Context: an optimization exercise on an open-source flow, tuned for small area, a short achievable clock period and few clock cycles per item. The choices shown serve that exercise and are no tape-out recipe. Only simulation tests tie the RTL to the original design; equivalence was not proved. Power and IR drop assume default switching activity.

==> design.v <==
`default_nettype none
package bus_pkg;
	localparam int WORD_W = 32;
	typedef logic [WORD_W-1:0] word_t;
	localparam int SEL_W = WORD_W / 8;
	localparam logic [SEL_W-1:0] SEL_ALL = '1;
endpackage
`default_nettype wire
`default_nettype none
package isa_pkg;
	localparam int OPC_W = 5;
	localparam int REG_IDX_W = 4;
	localparam int IMM_W = 19;
	typedef logic [REG_IDX_W-1:0] reg_idx_t;
	localparam logic [OPC_W-1:0] OP_LD = 5'd0;
	localparam logic [OPC_W-1:0] OP_LDI = 5'd1;
	localparam logic [OPC_W-1:0] OP_ST = 5'd2;
	localparam logic [OPC_W-1:0] OP_ADD = 5'd3;
	typedef struct packed {
		logic [OPC_W-1:0] opcode;
		reg_idx_t ra;
		reg_idx_t rb;
		logic [IMM_W-1:0] imm;
	} mem_fmt_t;
	typedef struct packed {
		logic [OPC_W-1:0] opcode;
		reg_idx_t ra;
		reg_idx_t rb;
		reg_idx_t rc;
		logic [IMM_W-REG_IDX_W-1:0] unused;
	} reg_fmt_t;
	typedef union packed {
		mem_fmt_t mem_fmt;
		reg_fmt_t reg_fmt;
	} instr_u;
	typedef enum logic [2:0] {
		CLS_NOP, CLS_LOAD, CLS_LOAD_IMM, CLS_STORE, CLS_ADD
	} op_class_e;
endpackage
`default_nettype wire
`timescale 1ns/1ps
`default_nettype none
module cpu_core #(
	parameter int ADDR_W = 9,
	parameter logic [ADDR_W-1:0] RESET_PC = '0
) (
	input wire clk,
	input wire rst_n,
	output logic wb_cyc,
	output logic wb_stb,
	output logic wb_we,
	output logic [ADDR_W-1:0] wb_adr,
	output bus_pkg::word_t wb_dat_o,
	output logic [3:0] wb_sel,
	input wire bus_pkg::word_t wb_dat_i,
	input wire wb_ack
);
	localparam int W = bus_pkg::WORD_W;
	localparam int NR = 16;
	localparam int IW = isa_pkg::IMM_W;
	localparam int AW = ADDR_W;
	logic run;  
	logic mem_ph;  
	logic we;  
	logic exe;  
	logic [AW-1:0] pc;  
	logic [AW-1:0] ma;  
	logic [3:0] ir_ra;
	bus_pkg::word_t op_a, op_b;
	logic [W-1:0] rf [NR];
	logic [NR-1:0] rv;
	logic [4:0] n_opc;
	logic [3:0] n_ra, n_rb, n_rx;
	logic [IW-1:0] n_imm;
	logic n_ld, n_ldi, n_st, n_add, n_mem, n_bz;
	logic fetch_done, accept, rf_we;
	logic uses_b, uses_x, hit;
	logic [NR-1:0] sel_a, sel_b;
	bus_pkg::word_t rd_a, rd_b, nop_a, nop_b, sum, wdata;
	logic [AW-1:0] maddr;
	assign n_opc = wb_dat_i[31:27];
	assign n_ra = wb_dat_i[26:23];
	assign n_rb = wb_dat_i[22:19];
	assign n_imm = wb_dat_i[IW-1:0];
	assign n_ld = (n_opc == isa_pkg::OP_LD);
	assign n_ldi = (n_opc == isa_pkg::OP_LDI);
	assign n_st = (n_opc == isa_pkg::OP_ST);
	assign n_add = (n_opc == isa_pkg::OP_ADD);
	assign n_mem = n_ld || n_st;
	assign n_bz = !n_add && (n_rb == 4'd0);
	assign n_rx = n_add ? wb_dat_i[18:15] : n_ra;  
	assign fetch_done = run && wb_ack && !mem_ph;
	assign uses_b = n_add || ((n_ld || n_ldi || n_st) && !n_bz);
	assign uses_x = n_add || n_st;
	assign hit = exe && ((uses_b && ir_ra == n_rb) || (uses_x && ir_ra == n_rx));
	assign accept = fetch_done && !hit;
	always_comb begin
		for (int k = 0; k < NR; k++) begin
			sel_a[k] = (n_rb == k) && rv[k] && !n_bz;
			sel_b[k] = (n_rx == k) && rv[k];
		end
		rd_a = '0;
		rd_b = '0;
		for (int k = 0; k < NR; k++) begin
			rd_a = rd_a | ({W{sel_a[k]}} & rf[k]);
			rd_b = rd_b | ({W{sel_b[k]}} & rf[k]);
		end
	end
	assign nop_a = rd_a;
	assign nop_b = n_ldi ? {{(W - IW){n_imm[IW-1]}}, n_imm} : rd_b;
	always_comb begin
		logic [AW-1:0] x, y, g, t, p, h, tt, hn, tn;
		x = rd_a[AW-1:0];
		y = n_imm[AW-1:0];
		g = x & y;
		t = x | y;
		p = x ^ y;
		h = g;
		tt = {t[AW-2:0], 1'b1};
		for (int d = 1; d < AW; d = d * 2) begin
			hn = h;
			tn = tt;
			for (int i = 0; i < AW; i++) begin
				if ((i & d) != 0) begin
					hn[i] = h[i] | (tt[i] & h[(i & ~(2 * d - 1)) + d - 1]);
					tn[i] = tt[i] & tt[(i & ~(2 * d - 1)) + d - 1];
				end
			end
			h = hn;
			tt = tn;
		end
		maddr[0] = p[0];
		for (int i = 1; i < AW; i++)
			maddr[i] = h[i-1] ? (p[i] ^ t[i-1]) : p[i];
	end
	assign sum = op_a + op_b;
	always_ff @(posedge clk or negedge rst_n) begin
		if (!rst_n) begin
			run <= 1'b0;
			mem_ph <= 1'b0;
			we <= 1'b0;
			exe <= 1'b0;
			pc <= RESET_PC;
		end else begin
			run <= 1'b1;
			exe <= accept && (n_add || n_ldi);
			if (run && wb_ack && mem_ph) begin
				mem_ph <= 1'b0;
				we <= 1'b0;
			end
			if (accept) begin
				mem_ph <= n_mem;
				we <= n_st;
				pc <= pc + 1'b1;
			end
		end
	end
	always_ff @(posedge clk) begin
		op_a <= nop_a;
		if (accept) begin
			ir_ra <= n_ra;
			op_b <= nop_b;
			ma <= maddr;
		end
	end
	assign rf_we = mem_ph ? !we : exe;
	assign wdata = mem_ph ? wb_dat_i : sum;
	always_ff @(posedge clk or negedge rst_n) begin
		if (!rst_n)
			rv <= '0;
		else if (rf_we)
			rv[ir_ra] <= 1'b1;
	end
	for (genvar k = 0; k < NR; k++) begin : g_rf
		always_ff @(posedge clk) begin
			if (rf_we && ir_ra == k)
				rf[k] <= wdata;
		end
	end
	assign wb_cyc = run;
	assign wb_stb = run;
	assign wb_we = we;
	assign wb_adr = mem_ph ? ma : pc;
	assign wb_dat_o = op_b;
	assign wb_sel = bus_pkg::SEL_ALL;
endmodule
`default_nettype wire
==> run.sh <==
#!/bin/bash
# synth_recipe.tcl (not shown) runs the flow's synth.tcl, then flattens the netlist and writes it again
# the make line also repeats each setting of config.mk as NAME=value (left out here)
make -C /OpenROAD-flow-scripts/flow DESIGN_CONFIG=/design/flow/config.mk WORK_HOME=/design/flow/orfs CLKGATE_MAP_FILE= SYNTH_SCRIPT=/design/flow/synth_recipe.tcl finish
==> config.mk <==
export PLATFORM = sky130hd
export DESIGN_NAME = cpu_core
export DESIGN_NICKNAME = cpu_core
export VERILOG_FILES = /design/flow/design.v
export SDC_FILE = /design/flow/constraint.sdc
export NUM_CORES = 4
export LEC_CHECK = 0
export CAP_MARGIN = 20
export CELL_PAD_IN_SITES_DETAIL_PLACEMENT = 1
export CELL_PAD_IN_SITES_GLOBAL_PLACEMENT = 1
export CORE_MARGIN = 2
export CORE_UTILIZATION = 35
export CTS_BUF_LIST = sky130_fd_sc_hd__clkbuf_8 sky130_fd_sc_hd__clkbuf_16
export CTS_CLUSTER_DIAMETER = 60
export CTS_CLUSTER_SIZE = 16
export PLACE_DENSITY = 0.5
export SETUP_SLACK_MARGIN = 3.2
export SLEW_MARGIN = 20
export TNS_END_PERCENT = 5
==> constraint.sdc <==
create_clock -name core_clock -period 6.0 [get_ports {clk}]
set_input_delay 1.2000 -clock core_clock [delete_from_list [all_inputs] [get_ports {clk}]]
set_output_delay 1.2000 -clock core_clock [all_outputs]
set_load 0.01 [all_outputs]
==> results of run 1 <==
layout by cell type (no fill, tap or decap), drive strengths merged, types with 9 or more instances in the layout:
| cell type | count |
|---|---|
| xnor2 | 25 |
| a21o | 19 |
| a221oi | 18 |
| nand2b | 11 |
| and4 | 10 |
| a222oi | 64 |
| dfrtp | 29 |
| a21oi | 65 |
| and3 | 34 |
| a211o | 26 |
| o21ai | 44 |
| nor2b | 15 |
| clkinv | 18 |
| a22o | 15 |
| o211ai | 11 |
| clkdlybuf4s50 | 53 |
| xor2 | 20 |
| mux2 | 14 |
| clkbuf | 70 |
| edfxtp | 557 |
| buf | 246 |
| nand4 | 89 |
| and2 | 24 |
| dlygate4sd2 | 9 |
| inv | 66 |
| ha | 57 |
| nor2 | 94 |
| nor3 | 13 |
| nand2 | 101 |
| nand3 | 65 |
| a22oi | 357 |
| dfxtp | 32 |
| a21boi | 12 |
synthesized netlist by cell type (26+ instances only):
library cell	n	area (sq um)
clkbuf_1	113	424.2
a211o_1	26	227.7
edfxtp_1	557	16730
nand3_1	65	325.3
nand2_1	100	375.4
nor2_1	93	349.1
a222oi_1	64	640.6
dfrtp_1	29	725.7
ha_1	57	713.2
inv_1	41	153.9
a22oi_1	357	2680
a21oi_1	64	320.3
nand4_1	89	556.8
o21ai_0	42	210.2
and3_1	33	206.5
dfxtp_1	32	640.6
cells by family after synthesis:
family	count (synthesis)	synth area share, %
flops	618	65.11
xor+xnor	45	1.418
compound gates	684	18.66
fa+ha+maj	58	2.639
simple gates	470	8.754
other cells	1	0.01350
buf+inv	187	2.693
mux	18	0.7115
sequential cells by signal (all words and copies together), names as in the netlist, 4 cells and up:
register / flops
rv: 16
ma: 9
rf: 512
op_a: 32
ir_ra: 4
op_b: 32
pc: 9
power by group:
group          switching (W)  leakage [nW]  internal [W]
Sequential          0.000114          5.69       0.00505
Clock                0.00189          1.05       0.00218
Combinational       0.000918          5.22      0.000566
Total                0.00292          12.0       0.00780
area by class of cell:
cell class                      instances  area share, %
Timing Repair inverter                  1        0.02523
Inverter                               42         0.5297
Tap cell                             1050          3.784
Multi-Input combinational cell       1281          28.34
Clock inverter                         50          1.564
Sequential cell                       618          52.12
Clock buffer                           63          4.508
Timing Repair Buffer                  319          9.132
worst max path at each step:
stage	endpoint	slack [ps]	depth (start not counted)
global placement	ma[8]	980	16
global route	rf[10][28]	2610	13
detailed placement	ma[8]	940	16
floorplan	exe	2460	8
finish	rf[10][28]	2690	11
CTS	rf[10][28]	2740	13
metrics by stage:
stage	std cells	hold slack (ps)	power [W]	setup slack, ps	util [%]
after floorplan	2085	430.2	0.005887	2462	-
after global placement	3164	460.1	0.006487	976.4	38.65
after detailed placement	3164	460.9	0.006506	938.2	38.65
after CTS	3410	474.6	0.01075	2737	43.78
after global routing	3424	509.2	0.01102	2612	44.09
final	3424	470.7	0.01073	2689	44.09
per-layer routing:
metal / vias to the layer above / part of all wire [%]
met4: 0 / 3.9
met5: - / 0
li1: 8988 / -
met1: 11711 / 41
met2: 1394 / 46
met3: 290 / 8.7
worst reg2reg max path: stages, from the launching register on:
cell       delay, ps
edfxtp_1         430
ha_4             250
a21o_1           180
a211o_1          260
o21ba_4          290
or4b_4           520
a21oi_4          180
buf_12           140
o2111ai_2        200
a211oi_2         340
a311oi_4          70
buf_12           180
what timing repair did:
item | CTS | global route
setup endpoints to repair | 1051 | 785
cloned | 6 | 2
pin swaps | 63 | 21
gates resized for setup | 212 | 44
setup buffers | 127 | 12
==> summary.txt, run 1 <==
Initial DRC count: 3270
Post-synth ARST share: 4.693%
Hold Path Origin: pc[8]
Hold EP: pc[8]
Reg2reg start: op_b[5]
Main synth FF type: edfxtp_1
Crit Path Category: reg -> reg
WP data required: 6400 ps
Period Utilization, post-route: 55.18%
GR Layer Usage met2: 49.48%
Nets@finish: 2417
Worst path slowest cell: or4b_4
Via-per-instance ratio: 6.537
Fin Setup TNS: 0 ps
HP Class: reg -> reg
Filler instances: 7921
Die X: 285.8 um
Number of global-route vias before repair: 22.61k
Overflow after GRT: 0
Endpoints failing hold: 0
N_diodes: 0
CTS max path bufs: 3
Largest net degree at the start of global routing: 41
Clock latency on the worst-skew pair: 660 ps
Grt met1 use: 42.08%
RSZ-0062 raised after global routing: true
Tot GR Track Use: 30.86%
H-Tree Depth: 2
Post-route minimum period: 3311 ps
Starting Density: 35.29%
Final wirelength: 128.5 mm
Worst-margin pin slew: 1144 ps
Antenna viol nets, final: 0
Reg area: 18100 sq um
Crit path max-delay family: compound AO/OA/AOI/OAI gates
Clk sink count: 618
Routability cong.: 0.8805
Unique masters post-synth: 76
CP bufs+invs: 2
Die H: 285.8 um
Vias after detailed routing: 22.38k
Lkg Pwr: 11.95 nW
Max-slew violations: 0
Synthesis-to-finish area growth: 24.95%
Crit. End Element: register
CP Cell Sequence: ha_4 -> a21o_1 -> a211o_1 -> o21ba_4 -> or4b_4 -> a21oi_4 -> buf_12 -> o2111ai_2 -> a211oi_2 -> a311oi_4 -> buf_12
R2R cell count: 11
Crit path from: op_b[5]
# IOs: 83
Post-Syn Area: 27790 sq um
Avg Inst Size Synth: 13.35 sq um
Warnings, synthesis: 2
Grt met3 use: 4.992%
Post-synthesis register bit count: 618
Final setup skew: 26.42 ps
CTS Buf Count: 61
Most numerous cell on the critical path: buf_12
CTS tree: yes
Routed wire per std cell: 37.54 um
Layout cell share with drive strength beyond 1: 21.95%
CTS root buf: clkbuf_16
Maximum vdd drop: 0.0002489 V
CTS Hold Buffers Added: 0
Drt drc: 0
GRT Max-Usage Layer: met2
Slowest stage delay, CP: 510 ps
Initial antenna violation count: 2
Status: complete, no violations
First-pass detailed-route iteration total: 7
CP arrival: 3710 ps
Largest fanout on the critical path: 16
Area of the multi-input gates: 9838 sq um
Port Buffer Count: 78
Die ar.: 81660 sq um
Hold path cells: 1
CORE AREA: 78740 sq um
Rel. slew slack: 23.76%
Cell row count: 103
Element type at the critical path start: register
DP Area: 30430 sq um
Post-synth EDFFs: 557
Pwr dens: 308.9 nW/um^2
Cells after Synth: 2081
HPWL after DPL: 74.99 mm
First-pass GRT wire length: 178.4 mm
Final instance area: 34720 sq um
Sequential element share of the synthesized area: 65.11%
Fmax: 302.0 MHz
Critical R2R Capture: rf[10][28]
Reg-to-reg slack, setup: 2690 ps
Setup violations, final: 0
Reg clk slew, reported paths: 80 ps
Max Cap Viol: 0
Testbench counts, summed over its fixed seeds: cycles 7,689, instrs 3,072.
==> run 2, diff against run 1 <==
--- a/config.mk
+++ b/config.mk
@@ -15,5 +15,5 @@
 export CTS_CLUSTER_SIZE = 16
 export PLACE_DENSITY = 0.5
-export SETUP_SLACK_MARGIN = 3.2
+export SETUP_SLACK_MARGIN = 2.5
 export SLEW_MARGIN = 20
 export TNS_END_PERCENT = 5
==> run 2 against run 1 <==
  * Non-clock buffer count fell by 72
  * Flip-flop and latch count did not move
  * Critical path depth grew 1
  * Sequential power about the same
  * Synthesized cell count stayed put
  * Combinational power down about 10%
  * Die area unchanged
  * Synthesized area did not move
  * Clock skew is 6.7 ps higher
  * Clock power down 3%
  * Critical endpoint is now rf[9][31]
==> summary.txt, run 2 <==
Status: complete, no violations
Maximum vdd drop: 0.0002437 V
Hold EP: op_a[29]
CTS max path bufs: 3
Overflow after GRT: 0
Post-synthesis register bit count: 618
Worst path slowest cell: edfxtp_1
Post-synth EDFFs: 557
Post-Place Worst Slack: 856.4 ps
Number of flip-flops in the largest register: 512
# IOs: 83
Via-per-instance ratio: 6.515
Most common cell in the netlist: edfxtp_1
CTS root buf: clkbuf_16
Rel. slew slack: 34.07%
Endpoints failing hold: 0
Gate power share: 12.7%
Starting Density: 35.29%
H-Tree Depth: 2
Routability cong.: 0.8708
Hold path cells: 1
Port Buffer Count: 78
Leading cell types in the layout, fill and taps excluded: 557 x edfxtp_1, 357 x a22oi_1, 140 x buf_4, 98 x nand2_1
Max Cap Viol: 0
Drt drc: 0
Slowest stage delay, CP: 490 ps
Fmax: 282.2 MHz
Filler instances: 7908
Post-synth top cells: 557 x edfxtp_1, 357 x a22oi_1, 113 x clkbuf_1, 100 x nand2_1, 93 x nor2_1
Vias after detailed routing: 21.81k
Post-synth ARST share: 4.693%
Area leader, netlist: edfxtp_1
CTS tree: yes
Power share of the clock group: 37.8%
First-pass GRT wire length: 170.7 mm
Grt met1 use: 40.58%
Pwr dens: 312.4 nW/um^2
Area of the multi-input gates: 9485 sq um
Fin Setup TNS: 0 ps
Cell row count: 103
Post-Syn Area: 27790 sq um
Die H: 285.8 um
Post-synth top area share: 60.19%
Number of global-route vias before repair: 21.86k
Int Pwr: 0.007659 W
Sequential share of power: 49.5%
Die X: 285.8 um
Setup violations, final: 0
Initial antenna violation count: 2
Initial DRC count: 3222
R2R cell count: 12
Sw Share: 26.67%
GRT Max-Usage Layer: met2
Reg-to-reg slack, setup: 2460 ps
GR Layer Usage met2: 46.63%
Unique masters post-synth: 76
Top reg by flops: rf
CP arrival: 3910 ps
Cells after Synth: 2081
Tot GR Track Use: 29.39%
RSZ-0062 raised after global routing: true
Period Utilization, post-route: 59.06%
CP Cell Sequence: ha_4 -> and4_1 -> and4_2 -> a211oi_2 -> buf_4 -> o21ai_4 -> a2111oi_4 -> buf_4 -> nor3_2 -> mux2i_1 -> o311ai_1 -> buf_4
Worst setup slack after layout: 2457 ps
Crit. End Element: register
CTS Buf Count: 59
Main synth FF type: edfxtp_1
Clock latency on the worst-skew pair: 650 ps
Sequential element share of the synthesized area: 65.11%
Final wirelength: 122.3 mm
Warnings, synthesis: 2
Commonest non-fill, non-tap cell in the layout: edfxtp_1
Critical R2R Capture: rf[9][31]
Max-slew violations: 0
Routed wire per std cell: 36.53 um
Lkg Pwr: 11.45 nW
Synthesis-to-finish area growth: 20.31%
Clk sink count: 618
Layout cell share with drive strength beyond 1: 17.24%
Post-Layout Cell Count: 3348
Placed Cells: 3155
CORE AREA: 78740 sq um
Post-route minimum period: 3543 ps
Top flop regs: rf x512, op_a x32, op_b x32
Element type at the critical path start: register
Reg clk slew, reported paths: 70 ps
Worst-margin pin slew: 988.9 ps
Die ar.: 81660 sq um
NetSw: 0.002785 W
Most numerous cell on the critical path: buf_4
WP data required: 6360 ps
Avg Inst Size Synth: 13.35 sq um
First-pass detailed-route iteration total: 6
Reg2reg start: op_b[10]
Nets@finish: 2341
Largest net degree at the start of global routing: 53
HP Class: reg -> reg
Antenna viol nets, final: 0
Final setup skew: 33.09 ps
HPWL after DPL: 73.81 mm
Hold Path Origin: rf[0][29]
Synth top area cells: edfxtp_1 60%, a22oi_1 9.6%, dfrtp_1 2.6%, ha_1 2.6%, a222oi_1 2.3%
Crit Path Category: reg -> reg
Grt met3 use: 4.864%
Largest fanout on the critical path: 16
Reg area: 18100 sq um
==> run 2: cell counts after synthesis <==
No cell type changed its count.
==> run 2: routing by layer <==
layer / vias up / wire [um]
met1: 11359 / 50810
met2: 1344 / 56020
met4: 0 / 5015
met5: - / 0
met3: 281 / 10470
li1: 8828 / -
==> run 2: per-stage QoR <==
| step | cell area, sq um | hold WS [ps] | utilization (%) | power [W] |
|---|---|---|---|---|
| after floorplan | 28070 | 430.2 | - | 0.005885 |
| after global placement | 30350 | 474.6 | 38.54 | 0.006479 |
| after detailed placement | 30360 | 467.5 | 38.55 | 0.006500 |
| after CTS | 33040 | 496.0 | 41.96 | 0.01047 |
| after global routing | 33430 | 525.8 | 42.45 | 0.01077 |
| final | 33430 | 502.8 | 42.45 | 0.01044 |
==> run 2: power groups by stage <==
| stage | clock network [W] | registers [W] | logic (W) |
|---|---|---|---|
| floorplan | 0 | 0.00521 | 0.000672 |
| global placement | 0 | 0.00526 | 0.00122 |
| detailed placement | 0 | 0.00526 | 0.00124 |
| CTS | 0.00401 | 0.00517 | 0.00130 |
| global route | 0.00416 | 0.00518 | 0.00143 |
| finish | 0.00395 | 0.00517 | 0.00133 |
==> run 2: worst max path at each step <==
stage | end | startpoint | depth (start not counted) | slack (ps)
6_report | rf[9][31] | op_b[10] | 12 | 2460
5_1_grt | rf[9][31] | op_b[1] | 12 | 2390
4_1_cts | ma[8] | wb_dat_i[22] | 16 | 2320
3_5_place_dp | ma[8] | wb_dat_i[27] | 16 | 860
3_3_place_gp | ma[8] | wb_dat_i[27] | 16 | 960
2_1_floorplan | exe | wb_dat_i[31] | 8 | 2460
==> run 2: logic make-up after synthesis <==
group                      after synthesis  share of synthesized area [%]
muxes                                   18                         0.7115
buffers and inverters                  187                          2.693
xor gates and xnor gates                45                          1.418
DFF                                    618                          65.11
adders and majority gates               58                          2.639
and+or+nand+nor                        470                          8.754
AOI/OAI and AO/OA                      684                          18.66
other                                    1                        0.01350
==> run 2: what timing repair did <==
action / 4_1_cts / 5_1_grt
cloned: 0 / 0
pin swaps: 16 / 16
hold buffers: 0 / 0
setup buffers: 46 / 36
resized for setup: 62 / 47
endpoints found under the setup margin: 321 / 285
==> run 2: area by class of cell <==
cell class | count | area share [%]
clock inverters | 46 | 1.422
inverters | 42 | 0.5502
multi-input cells | 1280 | 28.37
clock buffers | 64 | 4.622
flip-flops and latches | 618 | 54.13
diodes | 1 | 0.007486
well taps | 1050 | 3.930
repair buffers | 247 | 6.962
==> run 2: critical path, delay by kind of cell (launching register included) <==
family                   cells  cell delay [ps]
flip-flops                   1              490
buffers and inverters        3              630
multiplexers                 1              240
AND/OR/NAND/NOR              3              830
adder cells (fa/ha/maj)      1              430
AO/OA/AOI/OAI                4              600
==> run 3, diff against run 2 <==
--- a/config.mk
+++ b/config.mk
@@ -11,9 +11,9 @@
 export CORE_MARGIN = 2
 export CORE_UTILIZATION = 35
-export CTS_BUF_LIST = sky130_fd_sc_hd__clkbuf_8 sky130_fd_sc_hd__clkbuf_16
-export CTS_CLUSTER_DIAMETER = 60
-export CTS_CLUSTER_SIZE = 16
+export CTS_BUF_LIST = sky130_fd_sc_hd__clkbuf_8
+export CTS_CLUSTER_DIAMETER = 50
+export CTS_CLUSTER_SIZE = 12
 export PLACE_DENSITY = 0.5
-export SETUP_SLACK_MARGIN = 2.5
+export SETUP_SLACK_MARGIN = 4.0
 export SLEW_MARGIN = 20
 export TNS_END_PERCENT = 5
==> run 3 against run 2 <==
  * Register-to-register slack improved by 180 ps
  * Highest routed layer unchanged
  * Clock skew is 7.1 ps higher
  * Sequential power about the same
  * Flip-flop and latch count unchanged
  * Die area is the same
  * Non-clock buffer count up 64
==> summary.txt, run 3 <==
Status: complete, no violations
Slowest stage delay, CP: 540 ps
CORE AREA: 78740 sq um
Routed wire per std cell: 37.11 um
Commonest non-fill, non-tap cell in the layout: edfxtp_1
Clock latency on the worst-skew pair: 710 ps
Synth top area cells: edfxtp_1 60%, a22oi_1 9.6%, dfrtp_1 2.6%, ha_1 2.6%, a222oi_1 2.3%
Number of global-route vias before repair: 22.85k
Post-Layout Cell Count: 3473
Final setup skew: 40.23 ps
HP Class: reg -> reg
Largest fanout on the critical path: 8
RSZ-0062 raised after global routing: true
Fin Setup TNS: 0 ps
Crit path max-delay family: compound AO/OA/AOI/OAI gates
Period Utilization, post-route: 56.10%
Final wirelength: 128.9 mm
CP arrival: 3920 ps
Crit. End Element: register
Top flop regs: rf x512, op_a x32, op_b x32
Adder-cell share of the synthesized area: 2.639%
Die ar.: 81660 sq um
Cells after Synth: 2081
Simple-gate share of the synthesized area: 8.754%
Main synth FF type: edfxtp_1
Starting Density: 35.29%
First-pass detailed-route iteration total: 6
CTS Buf Count: 89
Port Buffer Count: 78
Avg Inst Size Synth: 13.35 sq um
Lkg Pwr: 11.88 nW
# IOs: 83
Reg-to-reg slack, setup: 2630 ps
Post-synth top cells: 557 x edfxtp_1, 357 x a22oi_1, 113 x clkbuf_1, 100 x nand2_1, 93 x nor2_1
Post-synth top area share: 60.19%
Post-synth ARST share: 4.693%
CTS tree: yes
Routability cong.: 0.8625
Initial DRC count: 3160
Largest net degree at the start of global routing: 42
Unique masters post-synth: 76
Leading cell types in the layout, fill and taps excluded: 557 x edfxtp_1, 356 x a22oi_1, 192 x buf_4, 99 x nand2_1, 95 x clkbuf_8
Post-Syn Area: 27790 sq um
Antenna viol nets, final: 0
Element type at the critical path start: register
Top reg by flops: rf
CTS Hold Buffers Added: 0
First-pass GRT wire length: 178.5 mm
Post-synth EDFFs: 557
Max Cap Viol: 0
Post-synthesis compound-gate area fraction: 18.66%
Endpoints failing hold: 0
Clk sink count: 618
Largest family of logic cells by synthesized area: compound AO/OA/AOI/OAI gates
Die H: 285.8 um
Sequential element share of the synthesized area: 65.11%
Post-route minimum period: 3366 ps
Warnings, synthesis: 2
Pwr dens: 308.4 nW/um^2
Cell row count: 103
Synthesis-to-finish area growth: 24.30%
WP data required: 6550 ps
Post-synthesis register bit count: 618
Nets@finish: 2438
Util after Layout: 43.86%
H-Tree Depth: 3
Maximum vdd drop: 0.0001807 V
Worst-margin pin slew: 996.8 ps
Mux cell area share after synthesis: 0.7115%
Post-Synth XOR/XNOR Area: 1.418%
Placed Cells: 3162
CTS max path bufs: 3
Number of flip-flops in the largest register: 512
Initial antenna violation count: 4
CTS root buf: clkbuf_8
Vias after detailed routing: 22.30k
Rel. slew slack: 33.15%
CP bufs+invs: 5
Tot GR Track Use: 30.97%
Overflow after GRT: 0
Fmax: 297.1 MHz
Drt drc: 0
Layout cell share with drive strength beyond 1: 23.54%
Via-per-instance ratio: 6.422
Worst path slowest cell: edfxtp_1
CP Cell Sequence: ha_4 -> buf_6 -> a21oi_4 -> o2bb2ai_4 -> a211oi_4 -> buf_12 -> o21ai_4 -> buf_12 -> a2111oi_4 -> buf_4 -> nor2_4 -> xnor2_2 -> o21ai_4 -> clkdlybuf4s15_2
Crit Path Category: reg -> reg
Area leader, netlist: edfxtp_1
Reg clk slew, reported paths: 80 ps
HPWL after DPL: 73.94 mm
Die X: 285.8 um
Setup violations, final: 0
Most common cell in the netlist: edfxtp_1
Max-slew violations: 0
## run 3: cell counts after synthesis
No cell type changed its count.
## run 3: layout make-up
type	count	area, sq um
Timing Repair inverter	1	8.758
Timing Repair Buffer	311	2870
Sequential cell	618	18100
Clock inverter	73	803.3
Inverter	42	183.9
Antenna cell	2	5.005
Multi-Input combinational cell	1282	9963
Clock buffer	94	1294
Fill cell	7940	44200
Tap cell	1050	1314
## run 3: repair_timing
action,in CTS,in global routing
buffers inserted,111,25
endpoints found under the setup margin,1144,1145
pin swaps,53,28
cloned,3,3
resized for setup,137,84
## run 3: per-layer routing
layer	GRT usage (%)	part of all wire, %
met5	0	0
met4	13.78	5.3
met3	5.550	8.0
met2	49.98	46
met1	40.84	40
## run 3: logic make-up (layout without fill, tap and decap cells)
family | after synthesis | after routing
AOI/OAI and AO/OA | 684 | 684
xor gates and xnor gates | 45 | 45
adders and majority gates | 58 | 58
buffers and inverters | 187 | 521
DFF | 618 | 618
muxes | 18 | 18
other | 1 | 7
and+or+nand+nor | 470 | 472
## run 3: stage by stage
step	area [sq um]	hold WS [ps]	power, W	setup WS (ps)
2_1_floorplan	28200	430.2	0.005902	2462
3_3_place_gp	30460	477.1	0.006509	1037
3_5_place_dp	30490	478.3	0.006535	1041
4_1_cts	33990	502.3	0.01061	2709
5_1_grt	34540	519.8	0.01099	2583
6_report	34540	505.5	0.01065	2634
## run 3: worst register-to-register path, cell delays in order, from the launching register on
cell	delay [ps]
edfxtp_1	540
ha_4	310
buf_6	120
a21oi_4	170
o2bb2ai_4	90
a211oi_4	250
buf_12	170
o21ai_4	70
buf_12	150
a2111oi_4	360
buf_4	200
nor2_4	40
xnor2_2	170
o21ai_4	260
clkdlybuf4s15_2	340
## run 3: worst paths after layout
check,start,end,cells after the start
worst max-delay path,op_b[8],rf[11][23],14
worst min-delay path,rf[0][21],op_a[21],1
worst max register to register,op_b[8],rf[11][23],14
worst min register to register,rf[0][21],op_a[21],1
max in group asynchronous,rst_n,mem_ph,2
min in group asynchronous,rst_n,rv[12],2
## run 3: power breakdown
group          leakage (nW)  internal (W)  total (W)  switching [W]
sequential             5.69       0.00505    0.00518       0.000128
clock                  1.06       0.00210    0.00402        0.00192
combinational          5.13      0.000549    0.00145       0.000905
==> run 4, diff against run 3 <==
--- a/config.mk
+++ b/config.mk
@@ -15,5 +15,5 @@
 export CTS_CLUSTER_SIZE = 12
 export PLACE_DENSITY = 0.5
-export SETUP_SLACK_MARGIN = 4.0
+export SETUP_SLACK_MARGIN = 3.2
 export SLEW_MARGIN = 20
 export TNS_END_PERCENT = 5
==> run 4 against run 3 <==
  * Critical path depth decreased by 3
  * Power decreased by 0.38%
  * Synthesized area unchanged
  * Wire length increased by 1.6%
  * Combinational power increased by 6%
  * Clock skew increased by 7.8 ps
  * Highest routed layer is now met5
==> summary.txt, run 4 <==
Status: complete, no violations
Top reg by flops: rf
Crit path from: op_b[9]
Max Cap Viol: 0
Overflow after GRT: 0
Hold Path Origin: pc[8]
Filler instances: 7967
HPWL after DPL: 74.99 mm
Routed wire per std cell: 37.55 um
Rel. slew slack: 23.08%
DP Area: 30430 sq um
Initial antenna violation count: 7
Routability cong.: 0.8805
Slowest stage delay, CP: 580 ps
Final instance area: 34850 sq um
Antenna viol nets, final: 0
Cells after Synth: 2081
Synth top area cells: edfxtp_1 60%, a22oi_1 9.6%, dfrtp_1 2.6%, ha_1 2.6%, a222oi_1 2.3%
Period Utilization, post-route: 55.12%
# IOs: 83
Post-synth top area share: 60.19%
Via-per-instance ratio: 6.491
Die H: 285.8 um
Nets@finish: 2455
Reg2reg start: op_b[9]
Top flop regs: rf x512, op_a x32, op_b x32
CTS tree: yes
Largest net degree at the start of global routing: 41
Initial DRC count: 3130
Starting Density: 35.29%
Post-synthesis compound-gate area fraction: 18.66%
Warnings, synthesis: 2
Maximum vdd drop: 0.0001709 V
First-pass GRT wire length: 179.7 mm
CTS max path bufs: 3
Leading cell types in the layout, fill and taps excluded: 557 x edfxtp_1, 353 x a22oi_1, 181 x buf_4, 98 x nand2_1, 96 x clkbuf_8
Adder-cell share of the synthesized area: 2.639%
Clk sink count: 618
Post-Place Worst Slack: 938.2 ps
Die ar.: 81660 sq um
Worst-margin pin slew: 1154 ps
Post-Synth XOR/XNOR Area: 1.418%
CORE AREA: 78740 sq um
Main synth FF type: edfxtp_1
Tot GR Track Use: 31.13%
Number of flip-flops in the largest register: 512
Worst path slowest cell: or4b_4
Largest fanout on the critical path: 8
Unique masters post-synth: 76
Clock latency on the worst-skew pair: 730 ps
WP data required: 6490 ps
Crit. End Element: register
Commonest non-fill, non-tap cell in the layout: edfxtp_1
Post-route minimum period: 3307 ps
Sequential element share of the synthesized area: 65.11%
Reg clk slew, reported paths: 80 ps
Mux cell area share after synthesis: 0.7115%
HP Class: reg -> reg
Fin Setup TNS: 0 ps
Die X: 285.8 um
Setup violations, final: 0
Endpoints failing hold: 0
Element type at the critical path start: register
Post-synth ARST share: 4.693%
Area leader, netlist: edfxtp_1
Largest family of logic cells by synthesized area: compound AO/OA/AOI/OAI gates
Post-synth EDFFs: 557
Port Buffer Count: 78
Layout cell share with drive strength beyond 1: 24.37%
Lkg Pwr: 12.04 nW
H-Tree Depth: 3
Reg area: 18100 sq um
Post-synth top cells: 557 x edfxtp_1, 357 x a22oi_1, 113 x clkbuf_1, 100 x nand2_1, 93 x nor2_1
RSZ-0062 raised after global routing: true
Area of the multi-input gates: 9983 sq um
CTS Hold Buffers Added: 0
CTS root buf: clkbuf_8
Crit Path Category: reg -> reg
Synthesis-to-finish area growth: 25.42%
Fmax: 302.4 MHz
Final wirelength: 131.0 mm
Number of global-route vias before repair: 22.76k
CTS Buf Count: 92
Drt drc: 0
Final setup skew: 48.03 ps
Max-slew violations: 0
Fin Hold WS: 473.8 ps
Post-synthesis register bit count: 618
Pwr dens: 304.5 nW/um^2
Power, Total: 0.01061 W
First-pass detailed-route iteration total: 6
Avg Inst Size Synth: 13.35 sq um
Simple-gate share of the synthesized area: 8.754%
CP arrival: 3790 ps
Worst setup slack after layout: 2693 ps
Cell row count: 103
CP Cell Sequence: ha_4 -> buf_4 -> a21oi_2 -> nor2b_1 -> or4b_4 -> a21oi_4 -> buf_12 -> o2111ai_4 -> a211oi_4 -> a311oi_4 -> clkbuf_16
Vias after detailed routing: 22.64k
Most common cell in the netlist: edfxtp_1
Post-Syn Area: 27790 sq um
[run 4: kinds of logic after synthesis]
family,Yosys count
muxes,18
DFF,618
and+or+nand+nor,470
AOI/OAI and AO/OA,684
xor gates and xnor gates,45
buffers and inverters,187
other,1
adders and majority gates,58
[run 4: layout make-up]
cell class,instances,share of cell area (%)
diodes,1,0.007181
clock buffers,96,3.791
clock inverters,73,2.057
inverters,42,0.5350
multi-input cells,1282,28.65
flip-flops and latches,618,51.93
well taps,1050,3.770
repair buffers,325,9.241
repair inverters,1,0.02513
[run 4: per-layer routing]
metal	wire length [um]	part of all wire, %	up-vias	GRT usage, %
met3	11550	8.8	314	5.933
met2	60370	46	1420	49.30
met1	53480	41	11834	42.52
met4	5535	4.2	4	11.62
li1	-	-	9070	-
met5	26	0.020	-	0
[run 4: worst max-delay path: cells and delay by family, from the launching register on]
| family | cells | cell delay (ps) |
|---|---|---|
| fa+ha+maj | 1 | 290 |
| compound gates | 5 | 1020 |
| simple gates | 2 | 790 |
| flops | 1 | 440 |
| buf+inv | 3 | 540 |
[run 4: path summary, 6_finish.rpt]
check / endpoint / slack [ps] / cells past startpoint
max: rf[11][28] / 2690 / 11
min: pc[8] / 470 / 1
max reg2reg: rf[11][28] / 2690 / 11
min reg2reg: pc[8] / 470 / 1
max in group asynchronous: mem_ph / 4760 / 2
min in group asynchronous: pc[7] / 910 / 2
[run 4: stage by stage]
stage	utilization, %	std cells
after floorplan	-	2085
after global placement	38.65	3164
after detailed placement	38.65	3164
after CTS	43.34	3448
after global routing	44.26	3488
final	44.26	3488
[run 4: report_power, final]
part           total (W)  internal, W  switching [W]  leakage, nW
combinational    0.00153     0.000594       0.000937         5.29
clock            0.00391      0.00197        0.00195         1.06
sequential       0.00517      0.00505       0.000115         5.69
total             0.0106      0.00761        0.00300         12.0
[run 4: what timing repair did]
item / CTS / global route
gates resized for setup: 178 / 127
buffers inserted: 109 / 35
endpoints found under the setup margin: 1057 / 809
gates cloned: 6 / 4
pin swaps: 50 / 44
==> run 5, diff against run 4 <==
--- a/config.mk
+++ b/config.mk
@@ -10,9 +10,9 @@
 export CELL_PAD_IN_SITES_GLOBAL_PLACEMENT = 1
 export CORE_MARGIN = 2
-export CORE_UTILIZATION = 35
+export CORE_UTILIZATION = 45
 export CTS_BUF_LIST = sky130_fd_sc_hd__clkbuf_8
 export CTS_CLUSTER_DIAMETER = 50
 export CTS_CLUSTER_SIZE = 12
-export PLACE_DENSITY = 0.5
+export PLACE_DENSITY = 0.6
 export SETUP_SLACK_MARGIN = 3.2
 export SLEW_MARGIN = 20
==> run 5 against run 4 <==
  * Still clean
  * Utilization is 9.8 points higher
  * Wire length is 7.8% lower
  * Non-clock buffer count is 35 lower
  * Clock power is 21% lower
  * Synthesized cell count stayed put
  * Register-to-register slack worse by 40 ps
  * Via count is 0.38% lower
  * Critical path type is now in -> reg
==> summary.txt, run 5 <==
Initial DRC count: 3649
Largest family of logic cells by synthesized area: compound AO/OA/AOI/OAI gates
Die X: 252.5 um
Int Pwr: 0.007012 W
RSZ-0062 raised after global routing: true
Leading cell types in the layout, fill and taps excluded: 557 x edfxtp_1, 357 x a22oi_1, 179 x buf_4, 98 x nand2_1, 90 x nor2_1
Reg2reg start: op_b[0]
Critical R2R Capture: rf[0][30]
# IOs: 83
Number of global-route vias before repair: 22.73k
Avg Inst Size Synth: 13.35 sq um
WP data required: 6500 ps
Reg-to-reg slack, setup: 2650 ps
Simple-gate share of the synthesized area: 8.754%
Routed wire per std cell: 38.23 um
Cell row count: 91
Post-Syn Area: 27790 sq um
H-Tree Depth: 3
Commonest non-fill, non-tap cell in the layout: edfxtp_1
Status: complete, no violations
Warnings, synthesis: 2
First-pass detailed-route iteration total: 8
Fmax: 296.0 MHz
HPWL after DPL: 70.49 mm
Starting Density: 45.28%
Max Cap Viol: 0
Element type at the critical path start: primary input
Die ar.: 63750 sq um
Via-per-instance ratio: 7.140
Post-synth ARST share: 4.693%
Power share of the clock group: 31.9%
Sw Share: 27.55%
CTS Buf Count: 74
Post-synth top area share: 60.19%
Vias after detailed routing: 22.56k
Worst-margin pin slew: 1221 ps
R2R cell count: 14
Top flop regs: rf x512, op_a x32, op_b x32
Hold Path Origin: pc[8]
Hold EP: pc[8]
Reg clk slew, reported paths: 90 ps
Crit Path Category: in -> reg
CTS Hold Buffers Added: 0
Synth top area cells: edfxtp_1 60%, a22oi_1 9.6%, dfrtp_1 2.6%, ha_1 2.6%, a222oi_1 2.3%
Fin Hold WS: 464.6 ps
Post-Synth XOR/XNOR Area: 1.418%
Sequential element share of the synthesized area: 65.11%
Slowest stage delay, CP: 530 ps
Adder-cell share of the synthesized area: 2.639%
Cells after Synth: 2081
Pwr dens: 291.7 nW/um^2
Final setup skew: 48.95 ps
Routability cong.: 0.9244
Worst path slowest cell: dlygate4sd2_1
Port Buffer Count: 78
Endpoints failing hold: 0
Period Utilization, post-route: 56.30%
Post-route minimum period: 3378 ps
Mux cell area share after synthesis: 0.7115%
Number of flip-flops in the largest register: 512
Unique masters post-synth: 76
Main synth FF type: edfxtp_1
First-pass GRT wire length: 168.4 mm
Area leader, netlist: edfxtp_1
Nets@finish: 2401
CORE AREA: 61370 sq um
Synthesis-to-finish area growth: 19.42%
Hold path cells: 1
Final wirelength: 120.8 mm
Largest net degree at the start of global routing: 35
Post-synth top cells: 557 x edfxtp_1, 357 x a22oi_1, 113 x clkbuf_1, 100 x nand2_1, 93 x nor2_1
CTS tree: yes
CP Cell Sequence: dlygate4sd2_1 -> nor2b_1 -> mux2_2 -> and3_2 -> buf_4 -> a22oi_1 -> nand4_1 -> nor2_1 -> a21oi_1
Clock latency on the worst-skew pair: 700 ps
Clk sink count: 618
Fin Setup TNS: 0 ps
Tot GR Track Use: 37.59%
Gate power share: 14.7%
Antenna viol nets, final: 0
Lkg Pwr: 11.46 nW
Most common cell in the netlist: edfxtp_1
Largest fanout on the critical path: 14
CTS root buf: clkbuf_8
Sequential share of power: 53.4%
Top reg by flops: rf
CTS max path bufs: 3
Die H: 252.5 um
HP Class: reg -> reg
Crit. End Element: register
Post-synth EDFFs: 557
Setup violations, final: 0
Overflow after GRT: 0
Rel. slew slack: 18.58%
Max-slew violations: 0
CP arrival: 3880 ps
Drt drc: 0
Maximum vdd drop: 0.0002085 V
NetSw: 0.002666 W
Layout cell share with drive strength beyond 1: 19.92%
Post-synthesis register bit count: 618
Initial antenna violation count: 4
Post-synthesis compound-gate area fraction: 18.66%
[run 5: cell counts after synthesis]
Identical to the previous run, type by type.
[run 5: cell type report]
class,count,area (sq um)
clock inverter,51,369.1
timing repair buffer,290,2724
tap,790,988.4
inverter,42,183.9
sequential,618,18100
clock buffer,82,1129
multi-input combinational,1281,9673
antenna,4,10.01
fill,5929,28190
timing repair inverter,1,8.758
[run 5: worst max-delay path by stage]
stage	from	endpoint	slack, ps
final	wb_dat_i[25]	op_b[14]	2620
after global placement	wb_dat_i[21]	ma[8]	980
after detailed placement	wb_dat_i[20]	ma[8]	900
after CTS	op_b[0]	rf[14][28]	2680
after global routing	op_b[9]	rf[8][31]	2580
after floorplan	wb_dat_i[31]	exe	2460
[run 5: metal layers]
| layer | track usage [%] | part of all wire, % | up-vias |
|---|---|---|---|
| li1 | - | - | 8937 |
| met1 | 50.34 | 39 | 11590 |
| met2 | 58.56 | 45 | 1655 |
| met3 | 8.301 | 11 | 374 |
| met4 | 17.38 | 5.0 | 0 |
| met5 | 0 | 0 | - |
[run 5: kinds of logic after synthesis]
family / count (synthesis)
adders and majority gates: 58
DFF: 618
muxes: 18
and+or+nand+nor: 470
other: 1
xor gates and xnor gates: 45
AOI/OAI and AO/OA: 684
buffers and inverters: 187
[run 5: stage by stage]
stage | area [sq um] | total power (W) | std cells | worst slack, ps | utilization, %
2_1_floorplan | 28090 | 0.005887 | 2085 | 2462 | -
3_3_place_gp | 30050 | 0.006441 | 2904 | 977.8 | 48.96
3_5_place_dp | 30050 | 0.006477 | 2904 | 903.5 | 48.96
4_1_cts | 33030 | 0.009654 | 3148 | 2678 | 53.83
5_1_grt | 33170 | 0.009952 | 3156 | 2584 | 54.06
6_report | 33180 | 0.009678 | 3159 | 2622 | 54.07
[run 5: repair_timing]
action,CTS,global route
endpoints found under the setup margin,1021,701
pin swaps,53,9
setup buffers,106,6
gates cloned,5,1
gates resized for setup,153,18
[run 5: critical path: cells and delay by family]
family                 cells  cell delay (ps)
buffers and inverters      2              950
and+or+nand+nor            4             1080
AOI/OAI and AO/OA          2              370
muxes                      1              240
[run 5: power by group through the flow]
stage | Sequential (W) | Clock [W] | Combinational, W
after detailed placement | 0.00525 | 0 | 0.00123
after global placement | 0.00525 | 0 | 0.00119
after floorplan | 0.00521 | 0 | 0.000674
after global routing | 0.00517 | 0.00327 | 0.00152
final | 0.00516 | 0.00309 | 0.00142
after CTS | 0.00516 | 0.00313 | 0.00137
==> run 6, diff against run 5 <==
--- a/design.v
+++ b/design.v
@@ -67,5 +67,5 @@
 	logic [AW-1:0] ma;  
 	logic [3:0] ir_ra;
-	bus_pkg::word_t op_a, op_b;
+	bus_pkg::word_t op_a, op_b, sd;
 	logic [W-1:0] rf [NR];
 	logic [NR-1:0] rv;
@@ -158,7 +158,8 @@
 	always_ff @(posedge clk) begin
 		op_a <= nop_a;
+		op_b <= nop_b;
 		if (accept) begin
 			ir_ra <= n_ra;
-			op_b <= nop_b;
+			sd <= rd_b;
 			ma <= maddr;
 		end
@@ -182,5 +183,5 @@
 	assign wb_we = we;
 	assign wb_adr = mem_ph ? ma : pc;
-	assign wb_dat_o = op_b;
+	assign wb_dat_o = sd;
 	assign wb_sel = bus_pkg::SEL_ALL;
 endmodule
==> run 6 against run 5 <==
  * Synthesized area increased by 3.1%
  * Synthesized cell count grew 0.14%
  * Non-clock buffer count rose by 35
  * Register-to-register slack improved by 150 ps
  * Power rose by 10%
  * Die area is 3.1% higher
  * Critical path type unchanged
  * Critical endpoint is now sd[24]
  * Largest cell class unchanged
==> summary.txt, run 6 <==
Status: complete, no violations
Die X: 256.4 um
Element type at the critical path start: primary input
Layout cell share with drive strength beyond 1: 25.39%
# IOs: 83
Hold EP: op_a[22]
Largest family of logic cells by synthesized area: compound AO/OA/AOI/OAI gates
Post-synthesis compound-gate area fraction: 18.64%
Largest fanout on the critical path: 20
Post-synth ARST share: 4.462%
Reg-to-reg slack, setup: 2800 ps
Post-Synth XOR/XNOR Area: 1.345%
Crit. End Element: register
Drt drc: 0
Power share of the clock group: 34.0%
Port Buffer Count: 78
Period Utilization, post-route: 53.98%
Setup violations, final: 0
HP Class: reg -> reg
Mux cell area share after synthesis: 1.279%
Vias after detailed routing: 23.55k
Final setup skew: 48.70 ps
Fin Hold WS: 487.3 ps
CTS max path bufs: 3
Antenna viol nets, final: 0
HPWL after DPL: 71.35 mm
Number of global-route vias before repair: 23.44k
Filler instances: 6067
Final wirelength: 129.6 mm
Nets@finish: 2454
Synth top area cells: edfxtp_1 58%, a22oi_1 7.0%, dfxtp_1 4.5%, dfrtp_1 2.5%, ha_1 2.5%
Hold path cells: 1
Initial antenna violation count: 7
Initial DRC count: 4303
First-pass GRT wire length: 179.7 mm
H-Tree Depth: 3
Starting Density: 45.52%
Reg clk slew, reported paths: 80 ps
Hold Path Origin: rf[0][22]
Clock latency on the worst-skew pair: 730 ps
Lkg Pwr: 12.44 nW
Simple-gate share of the synthesized area: 8.063%
Post-route minimum period: 3239 ps
R2R cell count: 13
Number of flip-flops in the largest register: 512
Unique masters post-synth: 70
Adder-cell share of the synthesized area: 2.558%
Sequential element share of the synthesized area: 65.36%
Leading cell types in the layout, fill and taps excluded: 557 x edfxtp_1, 263 x a22oi_1, 168 x buf_4, 105 x nand2_1, 88 x clkbuf_8
Avg Inst Size Synth: 13.75 sq um
RSZ-0062 raised after global routing: true
Tot GR Track Use: 38.56%
CTS Buf Count: 83
Post-Syn Area: 28660 sq um
Synthesis-to-finish area growth: 24.32%
Reg2reg start: op_b[0]
CORE AREA: 62970 sq um
Placed Cells: 2962
CTS root buf: clkbuf_8
Most common cell in the netlist: edfxtp_1
Die H: 256.4 um
Via-per-instance ratio: 7.196
Cells after Synth: 2084
Max Cap Viol: 0
Routed wire per std cell: 39.61 um
Pwr dens: 300.0 nW/um^2
Sequential share of power: 50.9%
Rel. slew slack: 14.34%
Fin Setup TNS: 0 ps
Top reg by flops: rf
Maximum vdd drop: 0.0002480 V
Main synth FF type: edfxtp_1
Endpoints failing hold: 0
Crit Path Category: in -> reg
WP data required: 6450 ps
Die ar.: 65730 sq um
Max-slew violations: 0
Post-synth EDFFs: 557
Post-synthesis register bit count: 650
Clk sink count: 650
Post-synth top cells: 557 x edfxtp_1, 266 x a22oi_1, 109 x nand2_1, 87 x clkbuf_1, 82 x nand3_1
Warnings, synthesis: 2
Critical R2R Capture: rf[0][30]
Worst-margin pin slew: 1285 ps
Commonest non-fill, non-tap cell in the layout: edfxtp_1
Overflow after GRT: 0
Post-Layout Cell Count: 3273
Int Pwr: 0.007653 W
Routability cong.: 0.8873
Area leader, netlist: edfxtp_1
NetSw: 0.003036 W
CP arrival: 3690 ps
First-pass detailed-route iteration total: 7
Post-synth top area share: 58.36%
Sw Share: 28.40%
CTS tree: yes
Gate power share: 15.2%
Largest net degree at the start of global routing: 42
Util after Layout: 56.59%
Fmax: 308.8 MHz
Cell row count: 92
## run 6: changes by cell type after synthesis, sizes merged, moves of 26 or more
cell	delta
a22oi	-91
nand4	-58
a22o	+48
a221oi	+45
nor2	-43
dfxtp	+32
o21a	+30
a21oi	-29
and4	+27
clkbuf	-26
## run 6: kinds of logic (layout without fill, tap and decap cells)
group,count (synthesis),after routing
xor gates and xnor gates,44,44
other,1,10
buffers and inverters,181,508
adders and majority gates,58,58
AOI/OAI and AO/OA,684,688
DFF,650,650
muxes,33,33
and+or+nand+nor,433,436
## run 6: what timing repair did
action	CTS	global route
gates cloned	16	1
hold buffers	0	0
gates resized for setup	350	40
setup buffers	134	9
hold endpoints to repair	0	0
setup endpoints to repair	977	909
pin swaps	93	34
## run 6: worst max-delay path by stage
stage	from	end	slack, ps	cells after the start
after floorplan	wb_dat_i[30]	pc[4]	2280	9
after global placement	wb_dat_i[28]	ma[8]	900	14
after detailed placement	wb_dat_i[28]	ma[8]	820	14
after CTS	op_b[0]	rf[0][30]	2830	13
after global routing	wb_dat_i[22]	ma[8]	2730	16
final	wb_dat_i[29]	sd[24]	2760	8
## run 6: area by class of cell
| cell class | count | area (sq um) | area share [%] |
|---|---|---|---|
| multi-input combinational | 1264 | 10400 | 29.20 |
| sequential | 650 | 18750 | 52.61 |
| tap | 846 | 1059 | 2.971 |
| inverter | 37 | 138.9 | 0.3898 |
| timing repair buffer | 325 | 3497 | 9.814 |
| clock buffer | 88 | 1211 | 3.399 |
| antenna | 5 | 12.51 | 0.03511 |
| clock inverter | 58 | 565.5 | 1.587 |
## run 6: metal layers
metal | wire length, um | share of wire, % | GRT usage, % | up-vias
met3 | 19280 | 15 | 13.26 | 418
met2 | 54330 | 42 | 55.58 | 1938
met1 | 50410 | 39 | 53.88 | 12068
li1 | - | - | - | 9123
met5 | 30 | 0.023 | 0 | -
met4 | 5583 | 4.3 | 14.28 | 6
## run 6: per-stage QoR
| stage | total power (W) | setup slack (ps) | area [sq um] |
|---|---|---|---|
| finish | 0.01069 | 2761 | 35630 |
| global route | 0.01097 | 2730 | 35620 |
| CTS | 0.01060 | 2833 | 35370 |
| detailed placement | 0.006831 | 824.3 | 30850 |
| global placement | 0.006793 | 900.9 | 30840 |
| floorplan | 0.006165 | 2278 | 29000 |
## run 6: critical path, stage by stage
cell and delay [ps]:
buf_2 130, or3_4 520, nor4_1 380, o21a_2 370
bufbuf_16 430, a22oi_1 110, and4_1 210, nand3_1 310
## run 6: power groups by stage
stage               Combinational, W  Sequential, W  Clock [W]
finish                       0.00162        0.00544    0.00363
global route                 0.00169        0.00545    0.00383
CTS                          0.00151        0.00543    0.00365
detailed placement           0.00131        0.00552          0
global placement             0.00127        0.00552          0
floorplan                   0.000689        0.00548          0
Testbench counts of run 6, summed over its fixed seeds: cycles 7,689, instrs 3,072.
==> run 7, diff against run 6 <==
--- a/config.mk
+++ b/config.mk
@@ -10,9 +10,9 @@
 export CELL_PAD_IN_SITES_GLOBAL_PLACEMENT = 1
 export CORE_MARGIN = 2
-export CORE_UTILIZATION = 45
+export CORE_UTILIZATION = 35
 export CTS_BUF_LIST = sky130_fd_sc_hd__clkbuf_8
 export CTS_CLUSTER_DIAMETER = 50
 export CTS_CLUSTER_SIZE = 12
-export PLACE_DENSITY = 0.6
+export PLACE_DENSITY = 0.5
 export SETUP_SLACK_MARGIN = 3.2
 export SLEW_MARGIN = 20
==> run 7 against run 6 <==
  * Sequential power about the same
  * Wire length is 3.1% higher
  * Flip-flop and latch count did not move
  * Clock skew hardly changed
  * Largest power group unchanged
  * Setup slack better by 20 ps
  * Sequential share of layout area decreased by 0.24 points
  * Utilization decreased by 12 points
==> summary.txt, run 7 <==
Vias after detailed routing: 23.14k
CTS root buf: clkbuf_8
Post-synth top cells: 557 x edfxtp_1, 266 x a22oi_1, 109 x nand2_1, 87 x clkbuf_1, 82 x nand3_1
Commonest non-fill, non-tap cell in the layout: edfxtp_1
Max Cap Viol: 0
Overflow after GRT: 0
Endpoints failing hold: 0
Initial antenna violation count: 6
Starting Density: 35.47%
Die ar.: 84190 sq um
CP Cell Sequence: ha_4 -> a21o_1 -> a211o_1 -> o21ba_4 -> or4b_4 -> a21oi_4 -> buf_6 -> o21ai_2 -> a2111oi_4 -> nand3b_1 -> buf_12 -> buf_12
Number of flip-flops in the largest register: 512
Unique masters post-synth: 70
Antenna viol nets, final: 0
Largest fanout on the critical path: 8
Via-per-instance ratio: 6.599
Pwr dens: 295.9 nW/um^2
Synthesis-to-finish area growth: 24.87%
Initial DRC count: 3599
Clk sink count: 650
Clock latency on the worst-skew pair: 730 ps
Post-synth ARST share: 4.462%
Worst path slowest cell: or4b_4
Max-slew violations: 0
Main synth FF type: edfxtp_1
Post-synth top area share: 58.36%
Gate power share: 14.9%
Final wirelength: 133.7 mm
Port Buffer Count: 78
Largest net degree at the start of global routing: 34
Slowest stage delay, CP: 510 ps
Most common cell in the netlist: edfxtp_1
Synth top area cells: edfxtp_1 58%, a22oi_1 7.0%, dfxtp_1 4.5%, dfrtp_1 2.5%, ha_1 2.5%
Post-synth EDFFs: 557
Reg clk slew, reported paths: 80 ps
Cells after Synth: 2084
NetSw: 0.003053 W
Number of global-route vias before repair: 23.12k
Crit. End Element: register
Lkg Pwr: 12.48 nW
Post-Syn Area: 28660 sq um
Cell row count: 104
Worst-margin pin slew: 940.6 ps
Fmax: 310.7 MHz
Tot GR Track Use: 30.92%
Sw Share: 28.83%
Crit Path Category: reg -> reg
H-Tree Depth: 3
Routability cong.: 0.9138
Top reg by flops: rf
Maximum vdd drop: 0.0001391 V
Period Utilization, post-route: 53.65%
Element type at the critical path start: register
Fin Setup TNS: 0 ps
Rel. slew slack: 37.29%
Nets@finish: 2468
Die X: 290.2 um
Warnings, synthesis: 2
Routed wire per std cell: 38.14 um
Drt drc: 0
CORE AREA: 80810 sq um
Sequential element share of the synthesized area: 65.36%
CTS Hold Buffers Added: 0
Power share of the clock group: 33.5%
Status: complete, no violations
Leading cell types in the layout, fill and taps excluded: 557 x edfxtp_1, 265 x a22oi_1, 186 x buf_4, 100 x nand2_1, 92 x clkbuf_8
Post-route minimum period: 3219 ps
HPWL after DPL: 77.76 mm
Post-synthesis register bit count: 650
HP Class: reg -> reg
CTS tree: yes
WP data required: 6570 ps
Filler instances: 8099
Area leader, netlist: edfxtp_1
RSZ-0062 raised after global routing: true
CTS max path bufs: 3
CTS Buf Count: 86
Avg Inst Size Synth: 13.75 sq um
# IOs: 83
Fin Hold WS: 486.0 ps
Most numerous cell on the critical path: buf_12
Int Pwr: 0.007537 W
Sequential share of power: 51.6%
First-pass detailed-route iteration total: 9
First-pass GRT wire length: 184.3 mm
Die H: 290.2 um
Setup violations, final: 0
Layout cell share with drive strength beyond 1: 26.11%
CP arrival: 3790 ps
Final setup skew: 48.74 ps
[run 7: worst max-delay path, delay by kind of cell (launching register included)]
kind	cells	cell delay [ps]
buf+inv	3	450
fa+ha+maj	1	260
simple gates	2	710
flops	1	340
compound gates	6	1280
[run 7: final timing paths]
path,startpoint,to,slack (ps),cells past startpoint
min,pc[8],pc[8],490,1
max reg2reg,op_b[5],rf[0][24],2780,12
min in group asynchronous,rst_n,pc[5],570,1
min reg2reg,pc[8],pc[8],490,1
max in group asynchronous,rst_n,mem_ph,4780,1
max,op_b[5],rf[0][24],2780,12
[run 7: what timing repair did]
item / 4_1_cts / 5_1_grt
pin swaps: 83 / 20
hold endpoints to repair: 0 / 0
resized for setup: 318 / 35
setup buffers: 142 / 5
endpoints found under the setup margin: 1076 / 845
cloned: 9 / 2
[run 7: power by group through the flow]
stage	logic [W]	registers [W]	clock network, W
2_1_floorplan	0.000689	0.00548	0
3_3_place_gp	0.00130	0.00554	0
3_5_place_dp	0.00132	0.00554	0
4_1_cts	0.00151	0.00545	0.00361
5_1_grt	0.00168	0.00547	0.00377
6_report	0.00158	0.00546	0.00355
[run 7: layout make-up]
cell class,instances,area [sq um],share of cell area [%]
multi-input cells,1264,10440,29.17
clock buffers,92,1266,3.538
repair buffers,336,3356,9.376
inverters,37,138.9,0.3881
clock inverters,61,503.0,1.405
well taps,1060,1326,3.706
diodes,6,15.01,0.04195
flip-flops and latches,650,18740,52.37
[run 7: kinds of logic after synthesis]
group | synth area share (%)
AND/OR/NAND/NOR | 8.063
buffers and inverters | 2.742
XOR/XNOR | 1.345
flip-flops | 65.36
AO/OA/AOI/OAI | 18.64
adder cells (fa/ha/maj) | 2.558
multiplexers | 1.279
other | 0.01308
[run 7: metrics by stage]
step                      total power (W)  area (sq um)  util, %  worst slack, ps  instances
after floorplan                  0.006165         29000        -             2278       2088
after global placement           0.006841         31230    38.65            811.6       3189
after detailed placement         0.006863         31230    38.65            738.2       3189
after CTS                         0.01057         35520    43.96             2801       3493
after global routing              0.01091         35790    44.29             2694       3505
final                             0.01059         35790    44.29             2781       3506
[run 7: per-layer routing]
layer	part of all wire (%)	global-route usage (%)
met5	0.034	0
met1	42	43.54
met4	3.8	11.03
met2	43	46.56
met3	11	7.230
==> run 8, diff against run 7 <==
--- a/design.v
+++ b/design.v
@@ -159,5 +159,5 @@
 		op_a <= nop_a;
 		op_b <= nop_b;
-		if (accept) begin
+		if (fetch_done) begin
 			ir_ra <= n_ra;
 			sd <= rd_b;
==> run 8 against run 7 <==
  * Via count decreased by 0.21%
  * Cell count is 0.17% higher
  * Clock skew rose by 5.0 ps
  * Wire length increased by 3.6%
  * Utilization is 0.22 points lower
  * Critical endpoint is now pc[1]
==> summary.txt, run 8 <==
Status: complete, no violations
Die H: 290.7 um
Post-route minimum period: 3309 ps
Maximum vdd drop: 0.0001559 V
Max Cap Viol: 0
First-pass GRT wire length: 188.2 mm
Post-synth top cells: 557 x edfxtp_1, 294 x a22oi_1, 104 x clkbuf_1, 91 x nand2_1, 77 x a22o_1
H-Tree Depth: 3
Routability cong.: 0.8859
Synthesis-to-finish area growth: 25.19%
Largest net degree at the start of global routing: 52
Reg-to-reg slack, setup: 2750 ps
Overflow after GRT: 0
Via-per-instance ratio: 6.574
Unique masters post-synth: 69
Post-synthesis register bit count: 650
Final wirelength: 138.5 mm
CP Cell Sequence: buf_6 -> or3_4 -> nor2_4 -> buf_4 -> mux2_2 -> xor2_1 -> o41ai_4 -> a311oi_2 -> buf_4 -> mux2_1
CTS Buf Count: 85
Post-Syn Area: 28760 sq um
Util after Layout: 44.07%
CP arrival: 3920 ps
HPWL after DPL: 79.62 mm
Top reg by flops: rf
Setup violations, final: 0
Slowest stage delay, CP: 500 ps
Area leader, netlist: edfxtp_1
Max-slew violations: 0
Initial antenna violation count: 14
Initial DRC count: 3657
Period Utilization, post-route: 55.14%
Final setup skew: 53.69 ps
Post-Layout Cell Count: 3512
Avg Inst Size Synth: 13.87 sq um
Port Buffer Count: 78
Crit Path Category: in -> reg
Synth top area cells: edfxtp_1 58%, a22oi_1 7.7%, dfxtp_1 4.5%, dfrtp_1 2.5%, ha_1 2.5%
Number of global-route vias before repair: 22.94k
Clk sink count: 650
Drt drc: 0
Vias after detailed routing: 23.09k
CTS max path bufs: 3
Clock latency on the worst-skew pair: 750 ps
Cells after Synth: 2074
Endpoints failing hold: 0
Antenna viol nets, final: 0
Sequential element share of the synthesized area: 65.13%
Post-synth EDFFs: 557
Largest fanout on the critical path: 6
CTS tree: yes
Commonest non-fill, non-tap cell in the layout: edfxtp_1
Starting Density: 35.20%
First-pass detailed-route iteration total: 7
Lkg Pwr: 12.90 nW
Rel. slew slack: 32.21%
WP data required: 6610 ps
CORE AREA: 81720 sq um
# IOs: 83
Element type at the critical path start: primary input
Nets@finish: 2462
Post-synth ARST share: 4.462%
Pwr dens: 304.5 nW/um^2
Reg clk slew, reported paths: 80 ps
Worst path slowest cell: or3_4
Tot GR Track Use: 31.97%
Die ar.: 84490 sq um
RSZ-0062 raised after global routing: true
Main synth FF type: edfxtp_1
Placed Cells: 3171
Crit. End Element: register
Number of flip-flops in the largest register: 512
Die X: 290.7 um
Filler instances: 8127
Routed wire per std cell: 39.45 um
Fin Setup TNS: 0 ps
Cell row count: 105
Most numerous cell on the critical path: buf_4
Worst-margin pin slew: 1014 ps
Post-synth top area share: 58.15%
CTS root buf: clkbuf_8
Layout cell share with drive strength beyond 1: 26.28%
HP Class: reg -> reg
Warnings, synthesis: 2
Leading cell types in the layout, fill and taps excluded: 557 x edfxtp_1, 294 x a22oi_1, 197 x buf_4, 90 x clkbuf_8, 87 x nand2_1
Most common cell in the netlist: edfxtp_1
Fmax: 302.2 MHz
## run 8: changes by cell type after synthesis, moves of 25 or more
cell      delta
a221o_1     +40
a222oi_1    -30
o21a_1      -29
a221oi_1    -28
a22oi_1     +28
and4_1      -26
nand4_1     +25
## run 8: layout make-up
cell class | instances | area (sq um) | area share [%]
Sequential cell | 650 | 18740 | 52.05
Inverter | 38 | 142.6 | 0.3961
Clock inverter | 67 | 676.9 | 1.880
Multi-Input combinational cell | 1250 | 10440 | 29.00
Clock buffer | 90 | 1239 | 3.440
Timing Repair Buffer | 344 | 3420 | 9.497
Antenna cell | 3 | 7.507 | 0.02085
Tap cell | 1070 | 1339 | 3.718
## run 8: power breakdown
part / switching [W] / internal (W) / leakage (nW) / total, W
logic: 0.00108 / 0.000622 / 5.85 / 0.00170
registers: 0.000142 / 0.00530 / 6.03 / 0.00545
clock network: 0.00196 / 0.00186 / 1.02 / 0.00382
## run 8: what timing repair did
action                     4_1_cts  5_1_grt
resized for setup              251       55
hold buffers                     0        0
pin swaps                       68       21
setup buffers                  154       11
setup endpoints to repair      608      749
gates cloned                    11        5
## run 8: cells by family after synthesis
kind of cell,share of synthesized area [%]
and+or+nand+nor,7.408
xor gates and xnor gates,1.340
buffers and inverters,2.754
muxes,1.923
AOI/OAI and AO/OA,18.88
DFF,65.13
other,0.01304
adders and majority gates,2.549
## run 8: metrics by stage
step	setup slack, ps	cell area (sq um)	total power (W)	hold slack (ps)
6_report	2691	36010	0.01097	504.7
5_1_grt	2671	36000	0.01127	515.6
4_1_cts	2756	35640	0.01088	502.5
3_5_place_dp	840.5	31460	0.006912	480.8
3_3_place_gp	854.8	31390	0.006888	480.9
2_1_floorplan	2435	29070	0.006154	434.2
## run 8: routing by layer
layer  vias up  global-route usage (%)  routed length, um
li1       9120                       -                  -
met1     11922                   43.41              55500
met2      1687                   48.95              60640
met3       353                   7.999              16270
met4         6                   12.90               6096
met5         -                       0                 36
## run 8: critical path: cells and delay by family
kind	cells	cell delay, ps
buffers and inverters	3	540
muxes	2	670
and+or+nand+nor	2	700
AOI/OAI and AO/OA	2	550
xor gates and xnor gates	1	270
## run 8: final timing paths
check,from,to,cells past startpoint
max,wb_dat_i[29],pc[1],10
min reg2reg,rf[0][13],op_a[13],1
max reg2reg,op_b[1],rf[11][29],12
min in group asynchronous,rst_n,run,2
max in group asynchronous,rst_n,mem_ph,2
min,rf[0][13],op_a[13],1
Testbench counts of run 8, summed over its fixed seeds: cycles 7,689, instrs 3,072.

-- static timing again, ports no longer ideal --
The results above use ideal ports. As a check the final layouts listed here were re-extracted and re-timed, cells and wires unchanged.
Step 1, drivers: a clkbuf_16 drives clk and a buf_2 each remaining input, both assumed.
Step 2, shift: input delay + t, output delay - t, t = (earliest + latest rising clock arrival at the registers) / 2. This alone moves slack from input paths to output paths.
a / b / c = ideal ports / drivers / drivers and shift; a / b = the first two.
| run | t, ns | setup WS [ns] | worst data-port slew with drivers (ns) |
|---|---|---|---|
| run 1 | 0.718 | 2.689 / 2.689 / 2.070 | 0.11 |
| run 2 | 0.700 | 2.457 / 2.457 / 1.796 | 0.07 |
| run 3 | 0.758 | 2.634 / 2.634 / 2.159 | 0.07 |
| run 4 | 0.768 | 2.693 / 2.693 / 2.116 | 0.12 |
| run 5 | 0.744 | 2.622 / 2.649 / 1.920 | 0.09 |
| run 6 | 0.770 | 2.761 / 2.797 / 2.031 | 0.07 |
| run 7 | 0.766 | 2.781 / 2.781 / 2.037 | 0.12 |
| run 8 | 0.786 | 2.691 / 2.716 / 1.929 | 0.08 |
After both steps setup and hold are still met in every run listed. For run 8, which loses most, drivers alone change the setup slack by +0.025 ns; drivers and shift together by -0.762 ns.
